This design comes from an exercise in tuning for small area on the open sky130 flow, not from production work. At most, simulation tests tie the RTL to the original design; equivalence was not proved. Power figures rest on the tool's default switching activity, not on a simulated workload.

// mmu_top
module mmu_top (
  input  logic      clk_i,
  input  logic      rst_ni,
  input  logic      enable_translation_i,
  input  logic      flush_tlb_i,
  input  mmu_pkg::ppn_t      satp_ppn_i,
  input  mmu_pkg::priv_lvl_t priv_lvl_i,
  input  mmu_pkg::priv_lvl_t ld_st_priv_lvl_i,
  input  logic      sum_i,
  input  logic      fetch_req_i,
  input  mmu_pkg::vaddr_t    fetch_vaddr_i,
  output logic      fetch_valid_o,
  output mmu_pkg::paddr_t    fetch_paddr_o,
  output mmu_pkg::exc_t      fetch_exc_o,
  input  logic      lsu_req_i,
  input  logic      lsu_is_store_i,
  input  mmu_pkg::vaddr_t    lsu_vaddr_i,
  output logic      lsu_dtlb_hit_o,
  output mmu_pkg::ppn_t      lsu_dtlb_ppn_o,
  output logic      lsu_valid_o,
  output mmu_pkg::paddr_t    lsu_paddr_o,
  output mmu_pkg::exc_t      lsu_exc_o,
  output logic      mem_req_o,
  output mmu_pkg::paddr_t    mem_addr_o,
  input  logic      mem_rvalid_i,
  input  mmu_pkg::pte_t      mem_rdata_i
);
  localparam logic [1:0] IDLE = 2'd0, READ = 2'd1, WAIT = 2'd2, DONE = 2'd3;
  logic        en;
  assign en = enable_translation_i;
  ...
For scale: ~2400 cells after synthesis, ~760 flip-flops, ~550 I/O pins, ~30000 um2 of cells after synthesis.
clock: 8.5 ns
lec_check: 0
cap_margin: 20
core_margin: 2
core_utilization: 70
slew_margin: 20
standard.sh (not shown) runs the stock make flow with config.mk's settings and CLKGATE_MAP_FILE= SYNTH_SCRIPT=/design/flow/synth_recipe.tcl, a recipe that flattens the netlist after the stock synthesis.
==> flow/flow/run.sh <==
#!/bin/bash
# Standard layout, with the smallest buffer on the ports, no dummy clock loads
# and larger clock sink clusters.
set -euo pipefail
export BUFFER_PORTS_ARGS="-buffer_cell sky130_fd_sc_hd__buf_1"
export CTS_ARGS="-sink_clustering_enable -repair_clock_nets -dont_use_dummy_load -buf_list sky130_fd_sc_hd__clkbuf_8 -sink_clustering_size 16 -sink_clustering_max_diameter 45"
bash standard.sh > standard_flow.log 2>&1
The first run completed without violations.
Change:
CORE_UTILIZATION = 88   (was 70)
Clock-buffer cell count drops by 11; total power goes up by 2.8%; routed wire length climbs by 36%; area after synthesis stays the same; core utilization goes up by 19 points; first-iteration DRC count grows to 2.9 times its value; sequential power went up by about 2%; global-route usage goes up by 19 points; maximum frequency went down by 6.8%; die area goes down by 20%; synthesized cell count does not change.

Setup of before:
mmu_top, a different RTL version from the one above (not shown whole).
For scale: ~2,000 cells after synthesis, roughly 550 I/O pins, ~0.031 sq mm of cells after synthesis.
## mmu_top
module mmu_top (
  input  logic      clk_i,
  input  logic      rst_ni,
  input  logic      enable_translation_i,
  input  logic      flush_tlb_i,
  input  mmu_pkg::ppn_t      satp_ppn_i,
  input  mmu_pkg::priv_lvl_t priv_lvl_i,
  input  mmu_pkg::priv_lvl_t ld_st_priv_lvl_i,
  input  logic      sum_i,
  input  logic      fetch_req_i,
  input  mmu_pkg::vaddr_t    fetch_vaddr_i,
  output logic      fetch_valid_o,
  output mmu_pkg::paddr_t    fetch_paddr_o,
  output mmu_pkg::exc_t      fetch_exc_o,
  input  logic      lsu_req_i,
  input  logic      lsu_is_store_i,
  input  mmu_pkg::vaddr_t    lsu_vaddr_i,
  output logic      lsu_dtlb_hit_o,
  output mmu_pkg::ppn_t      lsu_dtlb_ppn_o,
  output logic      lsu_valid_o,
  output mmu_pkg::paddr_t    lsu_paddr_o,
  output mmu_pkg::exc_t      lsu_exc_o,
  output logic      mem_req_o,
  output mmu_pkg::paddr_t    mem_addr_o,
  input  logic      mem_rvalid_i,
  input  mmu_pkg::pte_t      mem_rdata_i
);
  localparam logic [1:0] IDLE = 2'd0, READ = 2'd1, WAIT = 2'd2, DONE = 2'd3;
  logic        en;
  assign en = enable_translation_i;
  logic [1:0]  state_q;
  logic [1:0]  level_q;
  logic        owner_d_q;
  logic        err_q;
  logic [43:0] ppn_q;
  logic [3:0]  pbits_q;    
  logic [38:0] dva_q;
  logic        ireq, dreq, grant;
  logic [38:0] wva;
  logic [8:0]  vpn_idx;
  logic        pte_leaf, pte_fault;
  logic        idone, ddone;
  assign grant   = (state_q == IDLE) && (ireq || dreq);
  assign wva     = owner_d_q ? dva_q : fetch_vaddr_i;
  assign vpn_idx = (level_q == 2'd2) ? wva[38:30] :
  ...
Settings: LEC_CHECK=0, CAP_MARGIN=20, CORE_MARGIN=2, CORE_UTILIZATION=40, CTS_BUF_LIST=sky130_fd_sc_hd__clkbuf_16, CTS_CLUSTER_DIAMETER=60, CTS_CLUSTER_SIZE=30, SLEW_MARGIN=20; clock period 8.5 ns.
==> flow/flow/run.sh <==
#!/bin/bash
# Standard layout, with the smallest buffer on the ports and no dummy clock loads.
set -euo pipefail
export BUFFER_PORTS_ARGS="-buffer_cell sky130_fd_sc_hd__buf_1"
export CTS_ARGS="-sink_clustering_enable -repair_clock_nets -dont_use_dummy_load"
bash standard.sh > standard_flow.log 2>&1
Per the final summary, before finished and its layout is clean on timing, DRC and antenna.
[inputs] after vs before
- changing CORE_UTILIZATION from 40 to 70
- removing CTS_CLUSTER_DIAMETER (formerly 60)
- removing CTS_BUF_LIST (formerly sky130_fd_sc_hd__clkbuf_16)
- removing CTS_CLUSTER_SIZE (formerly 30)
==> flow/flow/run.sh <==
#!/bin/bash
# Standard layout, with the smallest buffer on the ports, no dummy clock loads
# and larger clock sink clusters.
set -euo pipefail
export BUFFER_PORTS_ARGS="-buffer_cell sky130_fd_sc_hd__buf_1"
export CTS_ARGS="-sink_clustering_enable -repair_clock_nets -dont_use_dummy_load -buf_list sky130_fd_sc_hd__clkbuf_16 -sink_clustering_size 32 -sink_clustering_max_diameter 60"
bash standard.sh > standard_flow.log 2>&1
Findings:
- The run showing the smaller minimum clock period is after.
- after against before: detailed-route wire length now smaller; internal power now smaller; share of the clock period used by the worst path now smaller.
- In the final design statistics, after uses fewer standard cells in total than before.
No run of this note included a check of the RTL's function; only the layout flow was run.

mmu_top, a different RTL version from the one above (not shown whole).
Size in the first run: ~2200 cells after synthesis, ~770 flip-flops, ~550 I/O pins.
Settings: LEC_CHECK=0, CAP_MARGIN=20, CORE_MARGIN=2, CORE_UTILIZATION=60, CTS_BUF_LIST=sky130_fd_sc_hd__clkbuf_4, SLEW_MARGIN=20; clock period 8.5 ns.
run.sh (not shown) runs the stock make flow with config.mk's settings and CLKGATE_MAP_FILE= SYNTH_SCRIPT=/design/flow/synth_recipe.tcl, a recipe that flattens the netlist after the stock synthesis.
Stock flow here: none of the scripts above is used.
The baseline produced a clean layout.
Rerun with:
==> flow/flow/run.sh (new file) <==
#!/bin/bash
# Standard layout, with the smallest buffer on the ports and no dummy clock loads.
set -euo pipefail
export BUFFER_PORTS_ARGS="-buffer_cell sky130_fd_sc_hd__buf_1"
export CTS_ARGS="-sink_clustering_enable -repair_clock_nets -dont_use_dummy_load"
bash standard.sh > standard_flow.log 2>&1
==> flow/standard.sh (new file) <==
#!/bin/bash
# synth_recipe.tcl (not shown) runs the flow's synth.tcl, then flattens the netlist and writes it again
# the make line also repeats each setting of config.mk as NAME=value (left out here)
make -C /OpenROAD-flow-scripts/flow DESIGN_CONFIG=/design/flow/config.mk WORK_HOME=/design/flow/orfs CLKGATE_MAP_FILE= SYNTH_SCRIPT=/design/flow/synth_recipe.tcl "${@:-finish}"
--- a/flow/config.mk
+++ b/flow/config.mk
@@ -9,4 +9,3 @@
 export CORE_MARGIN = 2
-export CORE_UTILIZATION = 60
-export CTS_BUF_LIST = sky130_fd_sc_hd__clkbuf_4
+export CORE_UTILIZATION = 40
 export SLEW_MARGIN = 20
removed: flow/run.sh
Final cell count grows by 3.2%.
Design area drops by about 7%.
Hold slack gets better by 6.7 ps.
Utilization goes down by 29 points.
Total power goes down by about 1.6%.
Die area increases by 49%.
Wire length went up by about 8%.
Global-route usage went down by 8.7 points.
Area after synthesis stays the same.
Flip-flop and latch count does not change.
Rerun with:
==> flow/run.sh (new file) <==
#!/bin/bash
# synth_recipe.tcl (not shown) runs the flow's synth.tcl, then flattens the netlist and writes it again
# the make line also repeats each setting of config.mk as NAME=value (left out here)
make -C /OpenROAD-flow-scripts/flow DESIGN_CONFIG=/design/flow/config.mk WORK_HOME=/design/flow/orfs CLKGATE_MAP_FILE= SYNTH_SCRIPT=/design/flow/synth_recipe.tcl finish
removed: flow/flow/run.sh
removed: flow/standard.sh
=>
- The new run passed the timing, DRC and antenna checks
- cell area increases by 9.0%
- total power increases by 8.5%
- routed wire length increases by 1.2%
- final cell count increases by 1.3%
- global-route usage increases by 0.15 points
- die area stays the same
- count of clock-buffer cells in the layout increases by 27
- synthesized cell count is unchanged
- sequential power hardly moves
- setup slack loses 680 ps
- clock skew decreases by 28 ps

mmu_top with an RTL version that a note above also has.
Size in the first run: roughly 2,000 cells after synthesis, ~31,000 µm² of cells after synthesis.
clock: 8.5 ns
lec_check: 0
cap_margin: 20
core_margin: 2
core_utilization: 40
slew_margin: 20
standard.sh (not shown) runs the stock make flow with config.mk's settings and CLKGATE_MAP_FILE= SYNTH_SCRIPT=/design/flow/synth_recipe.tcl, a recipe that flattens the netlist after the stock synthesis.
==> flow/flow/run.sh <==
#!/bin/bash
# Standard layout, with the smallest buffer on the ports, no dummy clock loads
# and larger clock sink clusters.
set -euo pipefail
export BUFFER_PORTS_ARGS="-buffer_cell sky130_fd_sc_hd__buf_1"
export CTS_ARGS="-sink_clustering_enable -repair_clock_nets -dont_use_dummy_load -buf_list sky130_fd_sc_hd__clkbuf_8 -sink_clustering_size 20 -sink_clustering_max_diameter 40"
bash standard.sh > standard_flow.log 2>&1
The baseline passed the timing, DRC and antenna checks.
==> next run, changes <==
==> flow/flow/run.sh (replaced) <==
#!/bin/bash
# Standard layout, with the smallest buffer on the ports and no dummy clock loads.
set -euo pipefail
export BUFFER_PORTS_ARGS="-buffer_cell sky130_fd_sc_hd__buf_1"
export CTS_ARGS="-sink_clustering_enable -repair_clock_nets -dont_use_dummy_load"
bash standard.sh > standard_flow.log 2>&1
--- a/flow/config.mk
+++ b/flow/config.mk
@@ -10,0 +11,3 @@
+export CTS_BUF_LIST = sky130_fd_sc_hd__clkbuf_8
+export CTS_CLUSTER_DIAMETER = 40
+export CTS_CLUSTER_SIZE = 20
Core utilization came out higher by 0.72 points; sequential share of layout area came out lower by 0.97 points; sequential power barely changes; global-route usage barely changes; die area does not change; worst hold slack barely changes; non-clock buffer count is unchanged; combinational power barely changes.
==> next run, changes <==
==> flow/flow/run.sh (replaced) <==
#!/bin/bash
# Standard layout, with the smallest buffer on the ports, no dummy clock loads
# and larger clock sink clusters.
set -euo pipefail
export BUFFER_PORTS_ARGS="-buffer_cell sky130_fd_sc_hd__buf_1"
export CTS_ARGS="-sink_clustering_enable -repair_clock_nets -dont_use_dummy_load -buf_list sky130_fd_sc_hd__clkbuf_16 -sink_clustering_size 30 -sink_clustering_max_diameter 60"
bash standard.sh > standard_flow.log 2>&1
--- a/flow/config.mk
+++ b/flow/config.mk
@@ -11,3 +10,0 @@
-export CTS_BUF_LIST = sky130_fd_sc_hd__clkbuf_8
-export CTS_CLUSTER_DIAMETER = 40
-export CTS_CLUSTER_SIZE = 20
Effect: The new run passed the timing, DRC and antenna checks. Via count is lower by 1.3%. Routed wire length drops by 0.64%. Total power went down by 8.0%. Utilization drops by 0.85 points. Worst setup slack improved by 65 ps.
Function was not checked in any run of this note: the RTL went through the layout flow alone.

Setup of job 3393:
mmu_top with an RTL version that a note above also has.
For scale: roughly 2,400 cells after synthesis, ~760 flip-flops.
Settings: LEC_CHECK=0, CAP_MARGIN=20, CORE_MARGIN=2, CORE_UTILIZATION=80, SLEW_MARGIN=20; clock period 8.5 ns.
==> flow/flow/run.sh <==
#!/bin/bash
# Standard layout, with the smallest buffer on the ports, no dummy clock loads
# and larger clock sink clusters.
set -euo pipefail
export BUFFER_PORTS_ARGS="-buffer_cell sky130_fd_sc_hd__buf_1"
export CTS_ARGS="-sink_clustering_enable -repair_clock_nets -dont_use_dummy_load -buf_list sky130_fd_sc_hd__clkbuf_8 -sink_clustering_size 20 -sink_clustering_max_diameter 45"
bash standard.sh > standard_flow.log 2>&1
Job 3393 closes out successfully: all stages finished, all timing, DRC and antenna checks passed.
Here is what was changed in the inputs of job 9623 compared with job 3393.
- CTS_BUF_LIST newly set to sky130_fd_sc_hd__clkbuf_8
- CTS_CLUSTER_DIAMETER newly set to 45
- CTS_CLUSTER_SIZE newly set to 16
==> flow/run.sh (new file) <==
#!/bin/bash
# synth_recipe.tcl (not shown) runs the flow's synth.tcl, then flattens the netlist and writes it again
# the make line also repeats each setting of config.mk as NAME=value (left out here)
make -C /OpenROAD-flow-scripts/flow DESIGN_CONFIG=/design/flow/config.mk WORK_HOME=/design/flow/orfs CLKGATE_MAP_FILE= SYNTH_SCRIPT=/design/flow/synth_recipe.tcl finish
removed: flow/flow/run.sh
removed: flow/standard.sh
Findings:
Job 9623 ends up with a delay of the slowest cell on the worst path that is 250 ps lower than in job 3393. Count of fill cells added during filler insertion for job 9623: 1,014 down relative to job 3393. [compare] base=job 3393 new=job 9623: number of cells in the finished layout apart from fillers increased by 63 relative to the old numbers, sequential share of layout area decreased by 5.5 points relative to the old numbers. Job 9623: core utilization 8.8 points above job 3393. Min proportion of power drawn by the clock network across job 9623 and job 3393: job 3393. Comparing job 9623 and job 3393, the lower worst hold slack after final layout is on job 3393. sky130_fd_sc_hd__clkdlybuf4s50_1 as the commonest non-fill, non-tap cell in the layout was reported by job 9623, and sky130_fd_sc_hd__buf_1 by job 3393. Compared to job 3393, job 9623 has wire length after detailed routing 35% higher. Looking at job 9623 and job 3393, the post-synthesis cell type count is a wash. Job 9623 vs job 3393 on portion of total power attributed to combinational logic: job 9623 is the higher one.
Input-level comparison between job 414 and job 9623:
- clearing CTS_BUF_LIST, which used to be sky130_fd_sc_hd__clkbuf_8
- clearing CTS_CLUSTER_DIAMETER, which used to be 45
- clearing CTS_CLUSTER_SIZE, which used to be 16
==> flow/flow/run.sh (new file) <==
#!/bin/bash
# Standard layout, with the smallest buffer on the ports, no dummy clock loads
# and larger clock sink clusters.
set -euo pipefail
export BUFFER_PORTS_ARGS="-buffer_cell sky130_fd_sc_hd__buf_1"
export CTS_ARGS="-sink_clustering_enable -repair_clock_nets -dont_use_dummy_load -buf_list sky130_fd_sc_hd__clkbuf_8 -sink_clustering_size 16 -sink_clustering_max_diameter 45"
bash standard.sh > standard_flow.log 2>&1
==> flow/standard.sh (new file) <==
#!/bin/bash
# synth_recipe.tcl (not shown) runs the flow's synth.tcl, then flattens the netlist and writes it again
# the make line also repeats each setting of config.mk as NAME=value (left out here)
make -C /OpenROAD-flow-scripts/flow DESIGN_CONFIG=/design/flow/config.mk WORK_HOME=/design/flow/orfs CLKGATE_MAP_FILE= SYNTH_SCRIPT=/design/flow/synth_recipe.tcl "${@:-finish}"
removed: flow/run.sh
Notes after the runs:
Measured against each other, job 9623 and job 414 differ in met2 track demand over resource in global routing, the lower figure coming from job 414.
Job 414 vs. job 9623: wire length on met2 went down by 22%.
Job 9623 → job 414: first-pass GRT wire length decreased 27 mm; leakage power summed over all cells now smaller; summed area of non-filler cells in the final layout lower.
Looking at end of the critical path, the fetch_paddr_o[19] result is from job 9623; the fetch_paddr_o[46] one comes from job 414.
The non-clock buffer count reported for job 414 is smaller than that of job 9623 by about 2.5%.
Modified inputs, job 1050 compared to job 414
- changing CORE_UTILIZATION from 80 to 70
diff --git a/flow/flow/run.sh b/flow/flow/run.sh
--- a/flow/flow/run.sh
+++ b/flow/flow/run.sh
@@ -6 +6 @@
-export CTS_ARGS="-sink_clustering_enable -repair_clock_nets -dont_use_dummy_load -buf_list sky130_fd_sc_hd__clkbuf_8 -sink_clustering_size 16 -sink_clustering_max_diameter 45"
+export CTS_ARGS="-sink_clustering_enable -repair_clock_nets -dont_use_dummy_load -buf_list {sky130_fd_sc_hd__clkbuf_4 sky130_fd_sc_hd__clkbuf_8} -sink_clustering_size 12 -sink_clustering_max_diameter 40"
Notes after the runs:
When the final numbers for job 1050 and job 414 were put side by side, the total clock buffers created by CTS turned out to be greater in job 1050. Largest fanout on the critical path ends up lower on job 1050. When the final numbers for job 1050 and job 414 were put side by side, the number of cells in the design after placement turned out to be greater in job 1050. Looking at first element of the critical path, the fetch_vaddr_i[27] result is from job 1050; the fetch_vaddr_i[28] one comes from job 414. Per the comparison of job 1050 with job 414, fraction of layout cells with a size suffix above 1 increased 1.4 points; number of iterations in the first detailed-routing pass decreased by 1 relative to the old numbers; final weighted congestion of routability-driven global placement decreased about 2.4%.
The following lists how job 6249 was set up differently from job 1050:
- CAP_MARGIN now 0, was 20
- SLEW_MARGIN now 0, was 20
==> flow/flow/run.sh <==
#!/bin/bash
# Standard layout, with the smallest buffer on the ports, no dummy clock loads
# and larger clock sink clusters.
set -euo pipefail
export BUFFER_PORTS_ARGS="-buffer_cell sky130_fd_sc_hd__buf_1"
export CTS_ARGS="-sink_clustering_enable -repair_clock_nets -dont_use_dummy_load -buf_list sky130_fd_sc_hd__clkbuf_8 -sink_clustering_size 16 -sink_clustering_max_diameter 45"
bash standard.sh > standard_flow.log 2>&1
--- outcome ---
Of job 6249 and job 1050, job 6249 shows the lower via count of the first global-routing pass, with job 1050 above it.
Between job 1050 and job 6249, the flow reports final wirelength decreasing slightly.
Diff job 1050 -> job 6249: horizontal die dimension flat, post-route cell area down 270 sq um, wire length on met2 down about 0.9%, setup slack after layout down 47 ps.
What job 588 does differently from job 6249 at the input level:
- CORE_UTILIZATION: 70 -> 80
- CAP_MARGIN: 0 -> 20
- SLEW_MARGIN: 0 -> 20
diff --git a/flow/flow/run.sh b/flow/flow/run.sh
--- a/flow/flow/run.sh
+++ b/flow/flow/run.sh
@@ -6 +6 @@
-export CTS_ARGS="-sink_clustering_enable -repair_clock_nets -dont_use_dummy_load -buf_list sky130_fd_sc_hd__clkbuf_8 -sink_clustering_size 16 -sink_clustering_max_diameter 45"
+export CTS_ARGS="-sink_clustering_enable -repair_clock_nets -dont_use_dummy_load -buf_list sky130_fd_sc_hd__clkbuf_16 -sink_clustering_size 28 -sink_clustering_max_diameter 45"
[summary]
Total power of job 588 is higher than that of job 6249. Diff job 6249 and job 588: wire length of the first global-routing pass higher in job 588. Final worst-path cycle share ends up lower on job 588. Of job 588 and job 6249, it is job 588 that has the higher hold slack. Final routed wirelength across all metal layers up about 3.7% in job 588 wrt job 6249. Of the two candidates, job 6249 has the better final cell area excluding filler cells and job 588 the worse one. Against job 6249, job 588 comes in 2.8 points higher on normalized max-slew margin. Job 588 against job 6249: final cell count without fillers now smaller, minimum clock period after layout now smaller.

-- static timing again, ports no longer ideal --
No port has a modelled driver above. Below, the same layouts with a new extraction and two added sets of constraints. Step 1: set_driving_cell puts a clkbuf_16 on clk_i and a buf_2 on each other input, an assumption about the parent block. Step 2, shift: input delay + t, output delay - t, t = (earliest + latest rising clock arrival at the registers) / 2. This alone moves slack from input paths to output paths. a / b / c = ideal ports / drivers / drivers and shift; a / b = the first two.
run	t (ns)	setup WS [ns]	worst hold slack (ns)	latest minus earliest clock arrival (ns)	pins driven straight from the clock port
the first run of note 1	0.669	1.318 / 1.293 / 1.293	0.311 / 0.311 / 0.311	0.060 / 0.060	1
the second run of note 1	0.752	0.792 / 0.760 / 0.760	0.327 / 0.327 / 0.327	0.055 / 0.055	1
before	0.672	0.982 / 0.957 / 0.957	0.471 / 0.471 / 0.471	0.072 / 0.072	1
after	0.641	1.081 / 1.054 / 1.054	0.482 / 0.482 / 0.482	0.053 / 0.053	1
the first run of note 3	1.061	0.589 / 0.565 / 0.565	0.496 / 0.496 / 0.496	0.049 / 0.050	1
the second run of note 3	0.661	1.398 / 1.368 / 1.368	0.503 / 0.503 / 0.503	0.046 / 0.045	1
the third run of note 3	0.682	0.713 / 0.661 / 0.661	0.509 / 0.509 / 0.509	0.021 / 0.021	1
the first run of note 4	0.744	1.092 / 1.059 / 1.059	0.474 / 0.474 / 0.474	0.095 / 0.094	1
the second run of note 4	0.672	0.982 / 0.957 / 0.957	0.471 / 0.471 / 0.471	0.072 / 0.072	1
the third run of note 4	0.677	1.047 / 1.022 / 1.022	0.475 / 0.475 / 0.475	0.064 / 0.064	1
job 3393	0.707	1.345 / 1.317 / 1.317	0.339 / 0.339 / 0.339	0.049 / 0.050	1
job 9623	0.762	0.221 / 0.192 / 0.192	0.347 / 0.347 / 0.347	0.030 / 0.031	1
job 414	0.728	1.364 / 1.340 / 1.340	0.331 / 0.331 / 0.331	0.065 / 0.064	1
job 1050	0.685	1.361 / 1.335 / 1.335	0.329 / 0.329 / 0.329	0.067 / 0.067	1
job 6249	0.669	1.314 / 1.289 / 1.289	0.313 / 0.313 / 0.313	0.057 / 0.057	1
job 588	0.652	1.337 / 1.308 / 1.308	0.327 / 0.327 / 0.327	0.051 / 0.052	1
After both steps setup and hold are still met in every run listed. The setup slack of the third run of note 3, which loses most, moves by -0.052 ns with the drivers and by -0.052 ns with both steps.
